This design comes from an exercise in tuning for small area on the open sky130 flow, not from production work. Only simulation tests tie the RTL to the original design; equivalence was not proved. Power and IR drop assume default switching activity.

<file path="design/flow/config.mk">
export PLATFORM = sky130hd
export DESIGN_NAME = operand_fetch_rf
export DESIGN_NICKNAME = operand_fetch_rf
export VERILOG_FILES = /design/flow/design.v
export SDC_FILE = /design/flow/constraint.sdc
export NUM_CORES = 4
export LEC_CHECK = 0
export CAP_MARGIN = 20
export CORE_MARGIN = 2
export CORE_UTILIZATION = 25
export PLACE_DENSITY = 0.4
export SLEW_MARGIN = 20
</file>
<file path="design/flow/design.v">
package rf_pkg;
    localparam int unsigned XLEN_DEF   = 32;
    localparam int unsigned NREGS_DEF  = 32;
    localparam int unsigned MAX_WPORTS = 8;
    typedef enum logic [1:0] {
        FWD_RF  = 2'b00,
        FWD_MEM = 2'b01,
        FWD_ALU = 2'b10
    } fwd_sel_e;
    function automatic int highest_set(input logic [MAX_WPORTS-1:0] v);
        int idx;
        idx = -1;
        for (int unsigned k = 0; k < MAX_WPORTS; k++) begin
            if (v[k]) idx = k;
        end
        highest_set = idx;
    endfunction
endpackage
module rf_scoreboard
#(
    parameter  int unsigned NREGS         = rf_pkg::NREGS_DEF,
    parameter  int unsigned NREAD         = 3,
    parameter  int unsigned NWRITE        = 2,
    parameter  int unsigned HARDWIRE_ZERO = 1,
    localparam int unsigned AW            = $clog2(NREGS)
) (
    input  logic                   clk,
    input  logic                   reset,
    input  logic                   i_halt,
    input  logic                   i_dec_valid,
    input  logic [NREAD*AW-1:0]    i_rs_addr,
    input  logic [NREAD-1:0]       i_rs_used,
    input  logic [NREAD*2-1:0]     i_fwd_sel,
    input  logic                   i_rd_issue,
    input  logic [AW-1:0]          i_rd_addr,
    input  logic [NWRITE-1:0]      i_wb_en,
    input  logic [NWRITE*AW-1:0]   i_wb_addr,
    output logic                   o_stall,
    output logic                   o_accept,
    output logic [NREGS-1:0]       o_busy
);
    logic [NREGS-1:0] r_busy;
    logic [NREGS-1:0] w_clr;
    logic [NREGS-1:0] w_set;
    logic [NREGS-1:0] w_busy_next;
    logic [NREAD-1:0] w_raw;
    logic             w_rd_wb_hit;
    logic             w_waw;
    logic             w_rd_zero;
    for (genvar g = 0; g < NREAD; g++) begin : g_raw
        logic [AW-1:0] w_rs;
        logic [1:0]    w_sel;
        logic          w_wb_hit;
        assign w_rs  = i_rs_addr[g*AW +: AW];
        assign w_sel = i_fwd_sel[g*2 +: 2];
        always_comb begin
            w_wb_hit = 1'b0;
            for (int unsigned k = 0; k < NWRITE; k++) begin
                if (i_wb_en[k] && (i_wb_addr[k*AW +: AW] == w_rs)) w_wb_hit = 1'b1;
            end
        end
        assign w_raw[g] = i_dec_valid & i_rs_used[g] & r_busy[w_rs]
                        & (w_sel != rf_pkg::FWD_MEM) & (w_sel != rf_pkg::FWD_ALU) & ~w_wb_hit;
    end
    always_comb begin
        w_rd_wb_hit = 1'b0;
        for (int unsigned k = 0; k < NWRITE; k++) begin
            if (i_wb_en[k] && (i_wb_addr[k*AW +: AW] == i_rd_addr)) w_rd_wb_hit = 1'b1;
        end
    end
    assign w_waw     = i_dec_valid & i_rd_issue & r_busy[i_rd_addr] & ~w_rd_wb_hit;
    assign o_stall   = (|w_raw) | w_waw;
    assign o_accept  = i_dec_valid & ~o_stall & ~i_halt;
    assign w_rd_zero = (HARDWIRE_ZERO != 0) && (i_rd_addr == '0);
    always_comb begin
        w_clr = '0;
        w_set = '0;
        for (int unsigned k = 0; k < NWRITE; k++) begin
            if (i_wb_en[k]) w_clr[i_wb_addr[k*AW +: AW]] = 1'b1;
        end
        if (o_accept && i_rd_issue && !w_rd_zero) w_set[i_rd_addr] = 1'b1;
        w_busy_next = (r_busy & ~w_clr) | w_set;
    end
    always_ff @(posedge clk) begin
        if (reset) begin
            r_busy <= '0;
        end else if (!i_halt) begin
            r_busy <= w_busy_next;
        end
    end
    assign o_busy = r_busy;
endmodule
module operand_fetch_rf
#(
    parameter  int unsigned XLEN          = rf_pkg::XLEN_DEF,
    parameter  int unsigned NREGS         = rf_pkg::NREGS_DEF,
    parameter  int unsigned NREAD         = 3,
    parameter  int unsigned NWRITE        = 2,
    parameter  int unsigned HARDWIRE_ZERO = 1,
    localparam int unsigned AW            = $clog2(NREGS)
) (
    input  logic                     clk,
    input  logic                     reset,
    input  logic                     halt,
    input  logic                     dec_valid,
    input  logic [NREAD*AW-1:0]      rs_addr,
    input  logic [NREAD-1:0]         rs_used,
    input  logic [NREAD*2-1:0]       fwd_sel,
    input  logic [XLEN-1:0]          fwd_alu,
    input  logic [XLEN-1:0]          fwd_mem,
    input  logic                     rd_issue,
    input  logic [AW-1:0]            rd_addr,
    input  logic [NWRITE-1:0]        wb_en,
    input  logic [NWRITE*AW-1:0]     wb_addr,
    input  logic [NWRITE*XLEN-1:0]   wb_data,
    output logic                     stall,
    output logic                     op_valid,
    output logic [NREAD*XLEN-1:0]    op_data,
    output logic [NREGS-1:0]         busy
);
    logic [XLEN-1:0]       r_rf [NREGS];
    logic                  r_op_valid;
    logic [NREAD*XLEN-1:0] r_op_data;
    logic [NREAD*XLEN-1:0] w_rd_data;
    logic                  w_accept;
    logic                  w_stall;
    logic [NREGS-1:0]      w_busy;
    rf_scoreboard #(
        .NREGS         (NREGS),
        .NREAD         (NREAD),
        .NWRITE        (NWRITE),
        .HARDWIRE_ZERO (HARDWIRE_ZERO)
    ) u_scoreboard (
        .clk         (clk),
        .reset       (reset),
        .i_halt      (halt),
        .i_dec_valid (dec_valid),
        .i_rs_addr   (rs_addr),
        .i_rs_used   (rs_used),
        .i_fwd_sel   (fwd_sel),
        .i_rd_issue  (rd_issue),
        .i_rd_addr   (rd_addr),
        .i_wb_en     (wb_en),
        .i_wb_addr   (wb_addr),
        .o_stall     (w_stall),
        .o_accept    (w_accept),
        .o_busy      (w_busy)
    );
    always_ff @(posedge clk) begin
        if (reset) begin
            for (int unsigned r = 0; r < NREGS; r++) begin
                r_rf[r] <= '0;
            end
        end else if (!halt) begin
            for (int unsigned k = 0; k < NWRITE; k++) begin
                if (wb_en[k] && !((HARDWIRE_ZERO != 0) && (wb_addr[k*AW +: AW] == '0))) begin
                    r_rf[wb_addr[k*AW +: AW]] <= wb_data[k*XLEN +: XLEN];
                end
            end
        end
    end
    for (genvar g = 0; g < NREAD; g++) begin : g_read
        logic [AW-1:0]         w_rs;
        logic [1:0]            w_sel;
        logic [rf_pkg::MAX_WPORTS-1:0] w_hit;
        int                    w_idx;
        logic [XLEN-1:0]       w_val;
        assign w_rs  = rs_addr[g*AW +: AW];
        assign w_sel = fwd_sel[g*2 +: 2];
        always_comb begin
            w_hit = '0;
            for (int unsigned k = 0; k < NWRITE; k++) begin
                if (wb_en[k] && (wb_addr[k*AW +: AW] == w_rs)) w_hit[k] = 1'b1;
            end
        end
        assign w_idx = rf_pkg::highest_set(w_hit);
        always_comb begin
            w_val = r_rf[w_rs];
            if (|w_hit) w_val = wb_data[w_idx*XLEN +: XLEN];
            if (w_sel == rf_pkg::FWD_MEM) begin
                w_val = fwd_mem;
            end else if (w_sel == rf_pkg::FWD_ALU) begin
                w_val = fwd_alu;
            end
            if ((HARDWIRE_ZERO != 0) && (w_rs == '0)) w_val = '0;
        end
        assign w_rd_data[g*XLEN +: XLEN] = w_val;
    end
    always_ff @(posedge clk) begin
        if (reset) begin
            r_op_valid <= 1'b0;
            r_op_data  <= '0;
        end else if (!halt) begin
            r_op_valid <= w_accept;
            if (w_accept) r_op_data <= w_rd_data;
        end
    end
    assign stall    = w_stall;
    assign op_valid = r_op_valid;
    assign op_data  = r_op_data;
    assign busy     = w_busy;
endmodule
</file>
<file path="design/flow/flow/run.sh">
#!/bin/bash
# Layout flow: the standard flow (standard.sh, unchanged synthesis,
# floorplan, power grid, placement, routing) with two settings that ORFS
# reads from the environment:
#   * port buffers are the smallest buffer, buf_1, instead of the default
#     delay buffer (every input and output port still gets one);
#   * clock tree: clkbuf_8 only, sink clusters of at most 15 flip-flops
#     within 60 um, no dummy balancing loads.
# The whole make output goes to standard.log; each ORFS step also keeps its
# own log under orfs/logs/.
set -euo pipefail
export BUFFER_PORTS_ARGS="-buffer_cell sky130_fd_sc_hd__buf_1"
export CTS_ARGS="-sink_clustering_enable -repair_clock_nets -buf_list sky130_fd_sc_hd__clkbuf_8 -dont_use_dummy_load -sink_clustering_size 15 -sink_clustering_max_diameter 60"
bash standard.sh > standard.log 2>&1
</file>
<file path="design/flow/constraint.sdc">
create_clock -name core_clock -period 7.0 [get_ports {clk}]
set_input_delay 1.4000 -clock core_clock [delete_from_list [all_inputs] [get_ports {clk}]]
set_output_delay 1.4000 -clock core_clock [all_outputs]
set_load 0.01 [all_outputs]
</file>
<file path="design/flow/standard.sh">
#!/bin/bash
# synth_recipe.tcl (not shown) runs the flow's synth.tcl, then flattens the netlist and writes it again
# the make line also repeats each setting of config.mk as NAME=value (left out here)
make -C /OpenROAD-flow-scripts/flow DESIGN_CONFIG=/design/flow/config.mk WORK_HOME=/design/flow/orfs CLKGATE_MAP_FILE= SYNTH_SCRIPT=/design/flow/synth_recipe.tcl "${@:-finish}"
</file>
==> impl_metrics.yaml, run 1 <==
placement:
  hpwl_um: 276700
  dp.cells: 10080
  port-buffer-count: 303
  dp_worst_setup_slack_ps: 1218
  gp_congestion: 0.8964
cts:
  postCtsSetupBuffers: 0
  cts_hold_buf: 0
  cts_root_buffer: "clkbuf_8"
  cts_buffer_depth: 4
  htree_levels: 4
  numClockSinks: 1153
  clk_pin_slew_ps: 40
  clkLatencyLatePin_ps: 990
  numCtsBuffers: 141
  cts_resized: 0
  cts_tree: "built"
yosys:
  synth_nets: 6406
  synth_edf_count: 1024
  syn_inst: 6217
  syn-cell-area_um2: 77110
  ys_top_cells_by_area: "edfxtp_1, mux4_2, a22o_1, clkbuf_1, dfxtp_1"
  yosysSeqAreaShare_pct: 43.22
  synth_largest_area_cell: "edfxtp_1"
  synthDistinctLibCells: 63
  synth_top_area_share_pct: 39.88
  synth_warnings: 2
  ys_async_sr_fraction_pct: 0
  synth_ff_type: "edfxtp_1"
  ys_seq_elements: 1153
  syn_area_per_cell_um2: 12.40
sta:
  post-route-period-util_pct: 82.16
  max_freq_mhz: 173.9
  report.final.slew_viol_count: 0
  fin_tns_setup_ps: 0
  hold_violations: 0
  tightest_slew_ps: 1256
  slew_headroom_pct: 16.24
  setup_viol: 0
  grt_setup_unrepaired: "no"
  fin_crit_ps: 5751
  fin_worst_skew_ps: 107.1
  layout_setup_ws_ps: 1249
route:
  first_pass_iters: 6
  vias_per_cell: 6.470
  ant_nets: 0
  drc: 0
  drt-initial-drc-count: 9349
  wl_um: 426800
  route.vias.total: 66170
  avgRoutedWirePerCell_um: 41.73
pwr:
  power.density_nw_per_um2: 190.6
  vdd_ir_drop_max_mv: 0.1477
  total_power_mw: 16.39
  p_leak_nw: 27.59
critical_path:
  crit_path_start_kind: "input pin"
  required_ps: 5600
  path_class: "input pin to primary output"
  cp_cell_sequence: "buf_1 -> xor2_1 -> nor4_1 -> a22o_2 -> a2111oi_1 -> a2111oi_4 -> inv_1 -> buf_1"
  critPathCaptureType: "primary output"
  worstPathBufferInverterCount: 3
  worstPathMaxFanout: 13
  crit_arrival_ps: 4350
  path_delay_family: "buffers and inverters"
  crit_cells: 8
  worst_path_most_repeated_cell: "buf_1"
  slowest_stage: "buf_1"
  worst-r2r-cell-count: 9
  slowest_delay_ps: 890
finish:
  fill_cells: 31270
  drive_gt1_share_pct: 24.54
  layout.cells.non_filler: 10230
  area_growth_pct: 11.55
  nNetsFinal: 6312
global_route:
  grtUsageTotal_pct: 26.21
  overflow: 0
  antenna_found_initial: 28
  grt_pass1_wl_um: 576000
  first_global_vias: 64320
  grt_max_degree: 98
status:
  outcome: "complete, no violations"
run:
  drv_cap: 0
floorplanning:
  die_y_um: 559.4
  dieArea_um2: 312900
  num_io_pins: 304
  rows: 203
  die_x_um: 559.4
  core_um2: 306300
  initial_utilization_pct: 25.17
min_path:
  hold_path_depth: 1
  hold_path_class: "flop to flop"
## state kept, by name, summed over array words and instances (netlist names)
name                 cells
r_rf                  1024
r_op_data               96
u_scoreboard.r_busy     32
r_op_valid               1
## cells in the final DEF (no fill, tap or decap), types with 23 or more instances in the layout
master     synthesis  final
buf_1            127    227
a22o_1          1026   1025
buf_12             0     48
o2bb2ai_1         96     95
nor2_1           267    216
o22ai_1          164    164
nand2_1          177    173
edfxtp_1        1024   1024
a31oi_1           43     43
a21oi_1           76     75
nor3b_1           50     44
a221o_1           83     83
o221ai_1         176    176
buf_4              2    329
o31ai_1           32     32
clkbuf_8           0    141
dfxtp_1          129    129
xor2_1            34     34
clkbuf_2           0     64
mux4_2           603    603
nor3_2             0     23
a221oi_1         133    133
mux2_2           166    166
nor2_4             0     51
nor3_1           301    277
nand2b_1          98     91
mux2i_1          238    238
nor2b_1           44     44
o21ai_0          102    102
a22oi_1           30     30
## final cells by class
| cell class | count | area [um^2] | share of cell area [%] |
|---|---|---|---|
| diodes | 6 | 15.01 | 0.01745 |
| clock buffers | 141 | 1941 | 2.256 |
| inverters | 16 | 60.06 | 0.06982 |
| multi-input cells | 4131 | 40850 | 47.49 |
| flip-flops and latches | 1153 | 33330 | 38.75 |
| well taps | 4100 | 5130 | 5.964 |
| repair buffers | 680 | 4693 | 5.456 |
## kinds of logic (layout without fill, tap and decap cells)
family	Yosys count	count (layout)	share of synthesized area (%)
fa+ha+maj	15	15	0.2434
mux	1007	1007	23.12
simple gates	1043	1043	6.735
buf+inv	933	837	4.692
xor+xnor	48	48	0.5452
other cells	0	6	0
flops	1153	1153	43.22
compound gates	2018	2018	21.44
## Yosys cell counts, drive strengths merged, types with 12 or more instances
library cell     n
a22oi           30
mux4           603
mux2i          238
a21oi           77
and2            12
nand3           12
a221o           83
o221ai         176
clkbuf         701
xnor2           14
nor2b           44
or3b            23
mux2           166
or3             16
a221oi         133
a22o          1026
o22ai          164
nor2           267
buf            216
nand2          177
a32oi           14
o2bb2ai         96
o21ai          102
xor2            34
inv             15
o31ai           32
nand2b          98
a211o           16
dfxtp          129
a31oi           43
nor3b           50
ha              15
nor3           301
edfxtp        1024
## routing by layer
layer	vias to the layer above	wire [um]	GRT usage, %
met1	35160	171300	34.02
met5	-	146	0
li1	25650	-	-
met4	20	18100	9.764
met3	931	45120	7.478
met2	4414	192100	41.26
## final timing paths
check / slack [ps] / from / endpoint
worst max register to register: 3280 / u_scoreboard.r_busy[28] / r_op_data[79]
worst min-delay path: 460 / r_op_data[73] / r_op_data[73]
worst min register to register: 460 / r_op_data[73] / r_op_data[73]
worst max-delay path: 1250 / wb_addr[4] / stall
## report_power, final
group / internal [mW] / total [mW] / switching, mW
registers: 7.86 / 8.16 / 0.302
clock network: 1.80 / 4.56 / 2.76
logic: 1.29 / 3.68 / 2.39
## metrics by stage
| step | hold slack (ps) | utilization (%) | instance area, um^2 |
|---|---|---|---|
| 6_report | 461.3 | 28.08 | 86020 |
| 2_1_floorplan | 488.7 | - | 77110 |
| 5_1_grt | 471.3 | 28.08 | 86010 |
| 3_3_place_gp | 444.1 | 27.43 | 84030 |
| 4_1_cts | 461.7 | 28.07 | 85980 |
| 3_5_place_dp | 447.7 | 27.43 | 84030 |
==> inputs of run 2 (changes only) <==
==> design/flow/run.sh (new file) <==
#!/bin/bash
# synth_recipe.tcl (not shown) runs the flow's synth.tcl, then flattens the netlist and writes it again
# the make line also repeats each setting of config.mk as NAME=value (left out here)
make -C /OpenROAD-flow-scripts/flow DESIGN_CONFIG=/design/flow/config.mk WORK_HOME=/design/flow/orfs CLKGATE_MAP_FILE= SYNTH_SCRIPT=/design/flow/synth_recipe.tcl finish
removed: design/flow/flow/run.sh
removed: design/flow/standard.sh
==> run 2 against run 1 <==
Compared with the run above: still clean; register-to-register slack got worse by 90 ps; critical path depth unchanged; clock skew shrank 66 ps; cell count is 1.2% higher; combinational power is 3% higher; routed wire length is 0.24% higher; critical endpoint unchanged.
==> impl_metrics.yaml, run 2 <==
yosys:
  yosys.area_share.simple_pct: 6.735
  syn_area_per_cell_um2: 12.40
  synth_largest_area_cell: "edfxtp_1"
  synthDistinctLibCells: 63
  ys_seq_elements: 1153
  synth_edf_count: 1024
  synthTopCellsByCount: "a22o_1, edfxtp_1, clkbuf_1"
  ys_top_cells_by_area: "edfxtp_1, mux4_2, a22o_1, clkbuf_1, dfxtp_1"
  yosysMostFrequentCell: "a22o_1"
  synth_mux_area_share_pct: 23.12
  synth_nets: 6406
  syn_inst: 6217
  ys_async_sr_fraction_pct: 0
  synth-xor-area-share_pct: 0.5452
  synth_top_family_by_area: "multiplexers"
  synth_top_area_share_pct: 39.88
  yosysSeqAreaShare_pct: 43.22
  synth_ff_type: "edfxtp_1"
  synthAdderAreaFrac_pct: 0.2434
  synth_warnings: 2
  syn-cell-area_um2: 77110
  synth_compound_area_share_pct: 21.44
pwr:
  pwr-share-comb_pct: 19.1
  p_leak_nw: 29.51
  pwr-share-seq_pct: 41.2
  switching_share_pct: 30.50
  vdd_ir_drop_max_mv: 0.1919
  p_int_mw: 13.75
  power.switching_mw: 6.034
  clkPwrFrac_pct: 39.7
  power.density_nw_per_um2: 218.1
finish:
  fill_cells: 30850
  reg_top3: "r_rf x1024, r_op_data x96, u_scoreboard.r_busy x32"
  multi_input_area_um2: 40850
  regMostFlops: "r_rf"
  final_common_cell: "a22o_1"
  seq_area_um2: 33330
  mostFrequentLayoutCells: "a22o_1, edfxtp_1, mux4_2, buf_4, clkdlybuf4s50_1"
  nNetsFinal: 6337
  largest_register_ffs: 1024
  area_growth_pct: 17.60
  drive_gt1_share_pct: 24.38
sta:
  layout_setup_ws_ps: 871.9
  hold_violations: 0
  fin_worst_skew_ps: 41.36
  report.final.slew_viol_count: 0
  setup_viol: 0
  fin_crit_ps: 6128
  post-route-period-util_pct: 87.54
  tightest_slew_ps: 1320
  max_freq_mhz: 163.2
  grt_setup_unrepaired: "no"
  slew_headroom_pct: 11.33
  fin_tns_setup_ps: 0
route:
  vias_per_cell: 6.416
  route.vias.total: 66430
  drt-initial-drc-count: 8016
  first_pass_iters: 6
  drc: 0
  ant_nets: 0
  avgRoutedWirePerCell_um: 41.32
  wl_um: 427800
critical_path:
  required_ps: 5600
  worstPathMaxFanout: 12
  crit_arrival_ps: 4730
  critPathCaptureType: "primary output"
  crit_path_start_kind: "input pin"
  path_class: "input pin to primary output"
global_route:
  overflow: 0
  antenna_found_initial: 18
  grt_pass1_wl_um: 579200
  grtUsageTotal_pct: 26.34
  first_global_vias: 64300
  grt_max_degree: 94
cts:
  cts_hold_buf: 0
  cts_root_buffer: "clkbuf_16"
  clk_pin_slew_ps: 60
  cts_resized: 0
  cts_tree: "built"
  numClockSinks: 1153
  numCtsBuffers: 151
  htree_levels: 4
  postCtsSetupBuffers: 0
  cts_buffer_depth: 4
  clkLatencyLatePin_ps: 860
floorplanning:
  die_x_um: 559.4
  die_y_um: 559.4
  dieArea_um2: 312900
  core_um2: 306300
  num_io_pins: 304
  rows: 203
  initial_utilization_pct: 25.17
placement:
  hpwl_um: 273900
  port-buffer-count: 303
  dp_worst_setup_slack_ps: 910.9
  gp_congestion: 0.9046
status:
  outcome: "complete, no violations"
run:
  drv_cap: 0
min_path:
  hold_path_class: "flop to flop"
==> run 2: metrics by stage <==
stage / area, um^2 / hold slack (ps) / cells / total power, mW / utilization (%)
2_1_floorplan: 77110 / 488.7 / 6217 / 10.21 / -
4_1_cts: 90650 / 465.8 / 10350 / 19.75 / 29.59
3_3_place_gp: 85980 / 448.5 / 10090 / 11.93 / 28.07
6_report: 90690 / 462.6 / 10350 / 19.78 / 29.61
5_1_grt: 90670 / 482.5 / 10350 / 20.24 / 29.60
3_5_place_dp: 85990 / 448.0 / 10090 / 11.96 / 28.07
==> run 2: area by class of cell <==
type,instances,area share [%]
Multi-Input combinational cell,4131,45.05
Inverter,16,0.06622
Antenna cell,7,0.01932
Sequential cell,1153,36.75
Clock inverter,67,0.6926
Tap cell,4100,5.657
Clock buffer,185,4.448
Timing Repair Buffer,695,7.318
==> run 2: power by group through the flow <==
stage	registers [mW]	logic (mW)	clock network [mW]
floorplan	8.19	2.03	0
global placement	8.26	3.67	0
detailed placement	8.28	3.68	0
CTS	8.14	3.69	7.92
global route	8.20	3.89	8.16
finish	8.16	3.78	7.84
==> run 2: kinds of logic after synthesis <==
kind of cell / after synthesis
compound gates: 2018
xor+xnor: 48
fa+ha+maj: 15
buf+inv: 933
flops: 1153
mux: 1007
simple gates: 1043
==> run 2: routing by layer <==
metal	vias to the layer above	routed length (um)	part of all wire, %	track usage (%)
met3	948	44110	10	7.103
li1	25830	-	-	-
met4	22	18730	4.4	10.03
met2	4325	193200	45	41.67
met1	35310	171300	40	34.17
met5	-	426	0.10	0
==> run 2: worst max-delay path: stages <==
cell and delay [ps]:
clkdlybuf4s50_1 960, xor2_1 260, nor4_1 110, a22o_2 350, a2111oi_1 870, a2111oi_4 110
inv_1 120, clkdlybuf4s50_1 540
==> run 2: worst paths after layout <==
path / from / to / slack [ps] / depth (start not counted)
max reg2reg: u_scoreboard.r_busy[19] / r_op_data[52] / 3190 / 9
min: r_op_data[23] / r_op_data[23] / 460 / 1
max: wb_addr[5] / stall / 870 / 8
min reg2reg: r_op_data[23] / r_op_data[23] / 460 / 1

[re-timing with driven ports]
The flow's constraints put no driver on any port. The routed layouts listed below were extracted and timed again, unchanged, in two steps.
Step 1: set_driving_cell puts a clkbuf_16 on clk and a buf_2 on each other input, an assumption about the parent block.
Step 2 times the ports against the registers' clock, not the clock port: input delays grow and output delays shrink by t, the midpoint of the rising clock arrivals with the driver on.
a / b / c = no drivers / after step 1 / after step 2; a / b = the first two.
| run | t (ns) | setup slack, ns | slew at the worst register clock pin (ns) |
|---|---|---|---|
| run 1 | 1.043 | 1.249 / 1.207 / 1.138 | 0.11 / 0.11 |
| run 2 | 0.935 | 0.872 / 0.843 / 0.843 | 0.07 / 0.07 |
After both steps setup and hold are still met in every run listed. The setup slack of run 1, which loses most, moves by -0.042 ns with the drivers and by -0.111 ns with both steps.
